From an optimization exercise on the open Yosys and OpenROAD flow, aimed at small area; shortcuts taken in it are not production practice. Where RTL was checked, it was by simulation tests only, not by an equivalence proof against the original. No activity file was given, so power comes from the tool's default toggle rates.

## try-zinc
==> flow/design.v <==
module ps_accumulator #(
  parameter int unsigned ARRWIDTH  = 8,
  parameter int unsigned WORDWIDTH = 8,
  parameter int unsigned DEPTH     = 16,
  localparam int unsigned ACCW     = 4 * WORDWIDTH,
  localparam int unsigned VW       = ACCW * ARRWIDTH,
  localparam int unsigned RW       = $clog2(DEPTH)
) (
  input  logic          clk,
  input  logic          reset_n,
  input  logic          clear_i,
  input  logic          in_valid_i,
  output logic          in_ready_o,
  input  logic          in_first_i,
  input  logic          in_last_i,
  input  logic [VW-1:0] ps_in_vec_i,
  output logic          out_valid_o,
  input  logic          out_ready_i,
  output logic [VW-1:0] out_vec_o,
  output logic [RW-1:0] out_row_o,
  output logic [15:0]   tiles_done_o
);
  logic [DEPTH*VW-1:0] acc_q;
  logic [DEPTH-1:0]    used_q, used_d, rd_oh_q, rd_oh_d, rd_sel_q;
  logic [RW-1:0]       wr_ptr_q, wr_ptr_d;
  logic                in_ready_q, in_ready_d, out_valid_q, out_valid_d;
  logic [VW-1:0]       head_vec_q;
  logic [RW-1:0]       head_row_q, tail_row_q, tail_row_d;
  logic [15:0]         tiles_q;
  logic                accept, push, pop, head_load;
  logic [RW-1:0]       rd_ptr, rd_ptr_d;
  logic [VW-1:0]       rd_vec, add_a, sum_vec;
  always_comb begin
    accept    = in_valid_i && in_ready_q;
    push      = accept && in_last_i;
    pop       = out_valid_q && out_ready_i;
    head_load = (push && (!out_valid_q || out_ready_i)) || (pop && !in_ready_q);
    rd_ptr    = in_ready_q ? wr_ptr_q : tail_row_q;
    rd_vec    = '0;
    for (int r = 0; r < int'(DEPTH); r++)
      rd_vec = rd_vec | (acc_q[r*VW +: VW] & {VW{rd_sel_q[r]}});
    add_a  = ps_in_vec_i & {VW{in_ready_q}};
    rd_vec = rd_vec & {VW{!(in_ready_q && in_first_i)}};
    for (int l = 0; l < int'(ARRWIDTH); l++)
      sum_vec[l*ACCW +: ACCW] = add_a[l*ACCW +: ACCW] + rd_vec[l*ACCW +: ACCW];
  end
  always_comb begin
    wr_ptr_d    = wr_ptr_q;
    in_ready_d  = in_ready_q;
    out_valid_d = out_valid_q;
    tail_row_d  = tail_row_q;
    used_d      = used_q;
    if (clear_i) begin
      wr_ptr_d    = '0;
      in_ready_d  = 1'b1;
      out_valid_d = 1'b0;
    end else begin
      if (accept) begin
        wr_ptr_d = wr_ptr_q + 1'b1;
        used_d   = used_q | rd_oh_q;
      end
      if (push && !pop) begin
        in_ready_d  = !out_valid_q;
        out_valid_d = 1'b1;
      end else if (pop && !push) begin
        in_ready_d  = 1'b1;
        out_valid_d = !in_ready_q;
      end
      if (push && out_valid_q && !out_ready_i) tail_row_d = wr_ptr_q;
    end
    rd_ptr_d = in_ready_d ? wr_ptr_d : tail_row_d;
    for (int r = 0; r < int'(DEPTH); r++) rd_oh_d[r] = (rd_ptr_d == RW'(r));
  end
  for (genvar r = 0; r < int'(DEPTH); r++) begin : g_row
    always_ff @(posedge clk) begin
      if (!clear_i && accept && rd_oh_q[r]) acc_q[r*VW +: VW] <= sum_vec;
    end
  end
  always_ff @(posedge clk) begin
    if (!clear_i && head_load) begin
      head_vec_q <= sum_vec;
      head_row_q <= rd_ptr;
    end
    tail_row_q <= tail_row_d;
  end
  always_ff @(posedge clk or negedge reset_n) begin
    if (!reset_n) begin
      used_q      <= '0;
      rd_oh_q     <= DEPTH'(1);
      rd_sel_q    <= '0;
      wr_ptr_q    <= '0;
      in_ready_q  <= 1'b1;
      out_valid_q <= 1'b0;
      tiles_q     <= '0;
    end else begin
      rd_oh_q     <= rd_oh_d;
      rd_sel_q    <= rd_oh_d & used_d;
      used_q      <= used_d;
      wr_ptr_q    <= wr_ptr_d;
      in_ready_q  <= in_ready_d;
      out_valid_q <= out_valid_d;
      if (clear_i) begin
        tiles_q <= '0;
      end else begin
        if (push && wr_ptr_q == RW'(DEPTH - 1)) tiles_q <= tiles_q + 16'd1;
      end
    end
  end
  assign in_ready_o   = in_ready_q;
  assign out_valid_o  = out_valid_q;
  assign out_vec_o    = head_vec_q;
  assign out_row_o    = head_row_q;
  assign tiles_done_o = tiles_q;
endmodule
clock: 6.0 ns
lec_check: 0
cap_margin: 20
core_margin: 2
core_utilization: 55
place_density: 0.65
slew_margin: 20
standard.sh (not shown) runs the stock make flow with config.mk's settings and CLKGATE_MAP_FILE= SYNTH_SCRIPT=/design/flow/synth_recipe.tcl, a recipe that flattens the netlist after the stock synthesis.
==> flow/flow/run.sh <==
#!/bin/bash
# Standard ORFS layout, except: clock tree with small leaf clock buffers in
# tight clusters, strong root and trunk buffers and no dummy loads, and
# minimum-size port buffers. make's output goes to flow_make.log here; each
# ORFS step's full log is in orfs/logs/.
set -euo pipefail
cd "$(dirname "$0")/.."
bash standard.sh \
  "CTS_ARGS=-sink_clustering_enable -repair_clock_nets -dont_use_dummy_load -sink_buffer_max_cap_derate 1.0 -sink_clustering_size 8 -sink_clustering_max_diameter 40 -buf_list {sky130_fd_sc_hd__clkbuf_4} -root_buf sky130_fd_sc_hd__clkbuf_16 -tree_buf sky130_fd_sc_hd__clkbuf_8" \
  "BUFFER_PORTS_ARGS=-buffer_cell sky130_fd_sc_hd__buf_1" \
  finish > flow_make.log 2>&1
try-zinc: done, clean on timing, DRC and antenna
#### Input delta (try-amber over try-zinc)
--- a/flow/design.v
+++ b/flow/design.v
@@ -30,6 +30,24 @@
   logic                accept, push, pop, head_load;
   logic [RW-1:0]       rd_ptr, rd_ptr_d;
   logic [VW-1:0]       rd_vec, add_a, sum_vec;
+  function automatic logic [ACCW-1:0] bk_add(input logic [ACCW-1:0] a, input logic [ACCW-1:0] b);
+    logic [ACCW-1:0] p, g, gg, pp;
+    p  = a ^ b;
+    g  = a & b;
+    gg = g;
+    pp = p;
+    for (int k = 1; k < int'(ACCW); k = k * 2)
+      for (int i = 2*k - 1; i < int'(ACCW); i = i + 2*k) begin
+        gg[i] = gg[i] | (pp[i] & gg[i-k]);
+        pp[i] = pp[i] & pp[i-k];
+      end
+    for (int k = int'(ACCW) / 4; k >= 1; k = k / 2)
+      for (int i = 3*k - 1; i < int'(ACCW); i = i + 2*k) begin
+        gg[i] = gg[i] | (pp[i] & gg[i-k]);
+        pp[i] = pp[i] & pp[i-k];
+      end
+    bk_add = p ^ {gg[ACCW-2:0], 1'b0};
+  endfunction
   always_comb begin
     accept    = in_valid_i && in_ready_q;
     push      = accept && in_last_i;
@@ -42,7 +60,7 @@
     add_a  = ps_in_vec_i & {VW{in_ready_q}};
     rd_vec = rd_vec & {VW{!(in_ready_q && in_first_i)}};
     for (int l = 0; l < int'(ARRWIDTH); l++)
-      sum_vec[l*ACCW +: ACCW] = add_a[l*ACCW +: ACCW] + rd_vec[l*ACCW +: ACCW];
+      sum_vec[l*ACCW +: ACCW] = bk_add(add_a[l*ACCW +: ACCW], rd_vec[l*ACCW +: ACCW]);
   end
   always_comb begin
     wr_ptr_d    = wr_ptr_q;
==> run notes <==
Delta (try-amber minus try-zinc): clock network latency to the later pin of the worst-skew pair level, global-route usage moved up, total instance count after detailed placement moved down, number of nets in the layout moved down, power density relative to cell area moved up.
Total power across try-zinc and try-amber: no real change.
Diff try-zinc -> try-amber | maximum ir drop on the vdd rail | down slightly
sky130_fd_sc_hd__dfrtp_4 as the cell with the largest stage delay on the worst path was reported by try-zinc, and sky130_fd_sc_hd__fa_1 by try-amber.
Final worst-path cycle share was higher in the run labelled try-amber.
Looking only at layout overhead on the synthesized area, and setting everything else aside, the higher value of try-zinc and try-amber goes to try-amber.
Number of clock buffers in the layout is lower on try-zinc
try-amber reports a lower synthesized netlist net count than try-zinc does.
Per the comparison of try-amber with try-zinc, arrival time reported for the critical path endpoint increased 0.10 ns; wire length decreased about 0.75%.


Setup of alpha:
ps_accumulator, a different RTL version from the one above (not shown whole).
Size in the first run: about 9000 cells after synthesis, ~4400 flip-flops, roughly 0.17 mm^2 of cells after synthesis.
==> module ps_accumulator, before the edit <==
module ps_accumulator #(
  parameter int unsigned ARRWIDTH  = 8,
  parameter int unsigned WORDWIDTH = 8,
  parameter int unsigned DEPTH     = 16,
  localparam int unsigned ACCW     = 4 * WORDWIDTH,
  localparam int unsigned VW       = ACCW * ARRWIDTH,
  localparam int unsigned RW       = $clog2(DEPTH)
) (
  input  logic          clk,
  input  logic          reset_n,
  input  logic          clear_i,
  input  logic          in_valid_i,
  output logic          in_ready_o,
  input  logic          in_first_i,
  input  logic          in_last_i,
  input  logic [VW-1:0] ps_in_vec_i,
  output logic          out_valid_o,
  input  logic          out_ready_i,
  output logic [VW-1:0] out_vec_o,
  output logic [RW-1:0] out_row_o,
  output logic [15:0]   tiles_done_o
);
  logic [DEPTH*VW-1:0] acc_q;
  logic [DEPTH-1:0]    used_q, used_d, rd_oh_q, rd_oh_d, rd_sel_q;
  logic [RW-1:0]       wr_ptr_q, wr_ptr_d;
  logic                in_ready_q, in_ready_d, out_valid_q, out_valid_d;
  logic [VW-1:0]       head_vec_q;
  logic [RW-1:0]       head_row_q, tail_row_q, tail_row_d;
  logic [15:0]         tiles_q;
  logic                accept, push, pop, head_load;
  logic [RW-1:0]       rd_ptr, rd_ptr_d;
  logic [VW-1:0]       rd_vec, add_a, sum_vec;
  function automatic logic [ACCW-1:0] bk_add(input logic [ACCW-1:0] a, input logic [ACCW-1:0] b);
    logic [ACCW-1:0] p, g, gg, pp;
    p  = a ^ b;
    g  = a & b;
    gg = g;
    pp = p;
    for (int k = 1; k < int'(ACCW); k = k * 2)
      for (int i = 2*k - 1; i < int'(ACCW); i = i + 2*k) begin
        gg[i] = gg[i] | (pp[i] & gg[i-k]);
        pp[i] = pp[i] & pp[i-k];
      end
    for (int k = int'(ACCW) / 4; k >= 1; k = k / 2)
      for (int i = 3*k - 1; i < int'(ACCW); i = i + 2*k) begin
        gg[i] = gg[i] | (pp[i] & gg[i-k]);
        pp[i] = pp[i] & pp[i-k];
      end
    bk_add = p ^ {gg[ACCW-2:0], 1'b0};
  endfunction
  always_comb begin
    accept    = in_valid_i && in_ready_q;
    push      = accept && in_last_i;
    pop       = out_valid_q && out_ready_i;
    head_load = (push && (!out_valid_q || out_ready_i)) || (pop && !in_ready_q);
    rd_ptr    = in_ready_q ? wr_ptr_q : tail_row_q;
    rd_vec    = '0;
    for (int r = 0; r < int'(DEPTH); r++)
      rd_vec = rd_vec | (acc_q[r*VW +: VW] & {VW{rd_sel_q[r] && !(in_ready_q && in_first_i)}});
    add_a  = ps_in_vec_i & {VW{in_ready_q}};
    for (int l = 0; l < int'(ARRWIDTH); l++)
      sum_vec[l*ACCW +: ACCW] = bk_add(add_a[l*ACCW +: ACCW], rd_vec[l*ACCW +: ACCW]);
  end
  always_comb begin
    wr_ptr_d    = wr_ptr_q;
    in_ready_d  = in_ready_q;
    out_valid_d = out_valid_q;
    tail_row_d  = tail_row_q;
    used_d      = used_q;
    if (clear_i) begin
      wr_ptr_d    = '0;
      in_ready_d  = 1'b1;
      out_valid_d = 1'b0;
    end else begin
      if (accept) begin
        wr_ptr_d = wr_ptr_q + 1'b1;
        used_d   = used_q | rd_oh_q;
      end
      if (push && !pop) begin
        in_ready_d  = !out_valid_q;
        out_valid_d = 1'b1;
      end else if (pop && !push) begin
        in_ready_d  = 1'b1;
        out_valid_d = !in_ready_q;
      end
      if (push && out_valid_q && !out_ready_i) tail_row_d = wr_ptr_q;
    end
    rd_ptr_d = in_ready_d ? wr_ptr_d : tail_row_d;
    for (int r = 0; r < int'(DEPTH); r++) rd_oh_d[r] = (rd_ptr_d == RW'(r));
  end
  for (genvar r = 0; r < int'(DEPTH); r++) begin : g_row
    always_ff @(posedge clk) begin
      if (!clear_i && accept && rd_oh_q[r]) acc_q[r*VW +: VW] <= sum_vec;
    end
  end
  always_ff @(posedge clk) begin
    if (!clear_i && head_load) begin
      head_vec_q <= sum_vec;
      head_row_q <= rd_ptr;
    end
    tail_row_q <= tail_row_d;
  end
  always_ff @(posedge clk or negedge reset_n) begin
    if (!reset_n) begin
      used_q      <= '0;
      rd_oh_q     <= DEPTH'(1);
      rd_sel_q    <= '0;
      wr_ptr_q    <= '0;
      in_ready_q  <= 1'b1;
      out_valid_q <= 1'b0;
      tiles_q     <= '0;
    end else begin
      rd_oh_q     <= rd_oh_d;
      rd_sel_q    <= rd_oh_d & used_d;
      used_q      <= used_d;
      wr_ptr_q    <= wr_ptr_d;
      in_ready_q  <= in_ready_d;
      out_valid_q <= out_valid_d;
      if (clear_i) begin
        tiles_q <= '0;
      end else begin
        if (push && wr_ptr_q == RW'(DEPTH - 1)) tiles_q <= tiles_q + 16'd1;
      end
    end
  end
  assign in_ready_o   = in_ready_q;
  assign out_valid_o  = out_valid_q;
  assign out_vec_o    = head_vec_q;
  assign out_row_o    = head_row_q;
  assign tiles_done_o = tiles_q;
endmodule
==> flow/config.mk <==
export PLATFORM = sky130hd
export DESIGN_NAME = ps_accumulator
export DESIGN_NICKNAME = ps_accumulator
export VERILOG_FILES = /design/flow/design.v
export SDC_FILE = /design/flow/constraint.sdc
export NUM_CORES = 4
export LEC_CHECK = 0
export CAP_MARGIN = 20
export CORE_MARGIN = 2
export CORE_UTILIZATION = 55
export PLACE_DENSITY = 0.65
export SLEW_MARGIN = 20
==> flow/constraint.sdc <==
create_clock -name core_clock -period 6.0 [get_ports {clk}]
set_input_delay 1.2000 -clock core_clock [delete_from_list [all_inputs] [get_ports {clk}]]
set_output_delay 1.2000 -clock core_clock [all_outputs]
set_load 0.01 [all_outputs]
==> flow/flow/run.sh <==
#!/bin/bash
# Standard ORFS layout, except: clock tree with small leaf clock buffers in
# tight clusters, strong root and trunk buffers and no dummy loads;
# minimum-size port buffers; and power recovery (gate downsizing) after global
# routing, followed by slew/capacitance repair (flow/post_grt.tcl).
# make's output goes to flow_make.log here; each ORFS step's full log is in
# orfs/logs/.
set -euo pipefail
cd "$(dirname "$0")/.."
bash standard.sh \
  "CTS_ARGS=-sink_clustering_enable -repair_clock_nets -dont_use_dummy_load -sink_buffer_max_cap_derate 1.0 -sink_clustering_size 8 -sink_clustering_max_diameter 40 -buf_list {sky130_fd_sc_hd__clkbuf_4} -root_buf sky130_fd_sc_hd__clkbuf_16 -tree_buf sky130_fd_sc_hd__clkbuf_8" \
  "BUFFER_PORTS_ARGS=-buffer_cell sky130_fd_sc_hd__buf_1" \
  "RECOVER_POWER=100" \
  "POST_GLOBAL_ROUTE_TCL=$PWD/flow/post_grt.tcl" \
  finish > flow_make.log 2>&1
==> flow/flow/post_grt.tcl <==
# After ORFS's power recovery (which downsizes gates off the critical paths),
# repair any slew or capacitance the downsizing broke, re-legalise, and update
# the global routes and guides for the nets that changed.
log_cmd global_route -start_incremental
repair_design_helper
log_cmd detailed_placement
log_cmd global_route -end_incremental
log_cmd estimate_parasitics -global_routing
repair_timing_helper -setup
log_cmd global_route -start_incremental
log_cmd detailed_placement
log_cmd global_route -end_incremental
log_cmd estimate_parasitics -global_routing
report_check_types -max_slew -max_capacitance -violators
report_wns
report_tns
write_guides $::env(RESULTS_DIR)/route.guide
alpha finished all stages; however, its layout fails the closing checks, the failures being setup timing.
### alpha -> beta
--- a/flow/design.v
+++ b/flow/design.v
@@ -57,6 +57,7 @@
     rd_vec    = '0;
     for (int r = 0; r < int'(DEPTH); r++)
-      rd_vec = rd_vec | (acc_q[r*VW +: VW] & {VW{rd_sel_q[r] && !(in_ready_q && in_first_i)}});
+      rd_vec = rd_vec | (acc_q[r*VW +: VW] & {VW{rd_sel_q[r]}});
     add_a  = ps_in_vec_i & {VW{in_ready_q}};
+    rd_vec = rd_vec & {VW{!(in_ready_q && in_first_i)}};
     for (int l = 0; l < int'(ARRWIDTH); l++)
       sum_vec[l*ACCW +: ACCW] = bk_add(add_a[l*ACCW +: ACCW], rd_vec[l*ACCW +: ACCW]);
==> run notes <==
- beta: flow completed, timing, DRC and antenna clean
- Core area delta (alpha -> beta): insignificant
- [compare] base=alpha new=beta: non-clock buffer count moved down; clock-buffer cell count moved up.
- beta vs alpha — worst-case reg-to-reg path depth dropped 5.
- Comparing alpha and beta, number of clock buffers inserted by TritonCTS is higher on beta.
- Layout overhead on the synthesized area: beta < alpha
- In beta, the final design area excluding fillers came out 4.5% below the value in alpha.
- Power per standard cell area was higher in the run labelled beta.
Function not checked in alpha: the RTL went through the layout flow alone.

-- static timing again, ports no longer ideal --
In the flow no input, the clock included, has a driving cell. The finished layouts below were timed again as built, in two steps.
Step 1, drivers: a clkbuf_16 drives clk and a buf_2 each remaining input, both assumed.
Step 2 also shifts input and output timing later by t, the mid clock arrival at the registers, as if the neighbouring blocks saw the same clock.
Three values: no drivers, after step 1, after step 2; two values: the first two.
run | shift t [ns] | slack for setup (ns) | hold WS [ns] | cell pins on the clock port's net
try-zinc | 1.154 | 0.225 / 0.225 / -0.198 | 0.352 / 0.270 / 0.447 | 1
try-amber | 1.143 | 0.131 / 0.131 / -0.458 | 0.052 / -0.024 / 0.448 | 1
alpha | 1.179 | -0.335 / -0.335 / -1.286 | 0.453 / 0.384 / 0.453 | 1
beta | 1.159 | 0.117 / 0.117 / -0.364 | 0.134 / 0.043 / 0.449 | 1
Met with ideal ports but missed after step 2: setup timing in try-zinc, try-amber and beta. For alpha, which loses most, drivers alone change the setup slack by 0.000 ns; drivers and shift together by -0.951 ns.
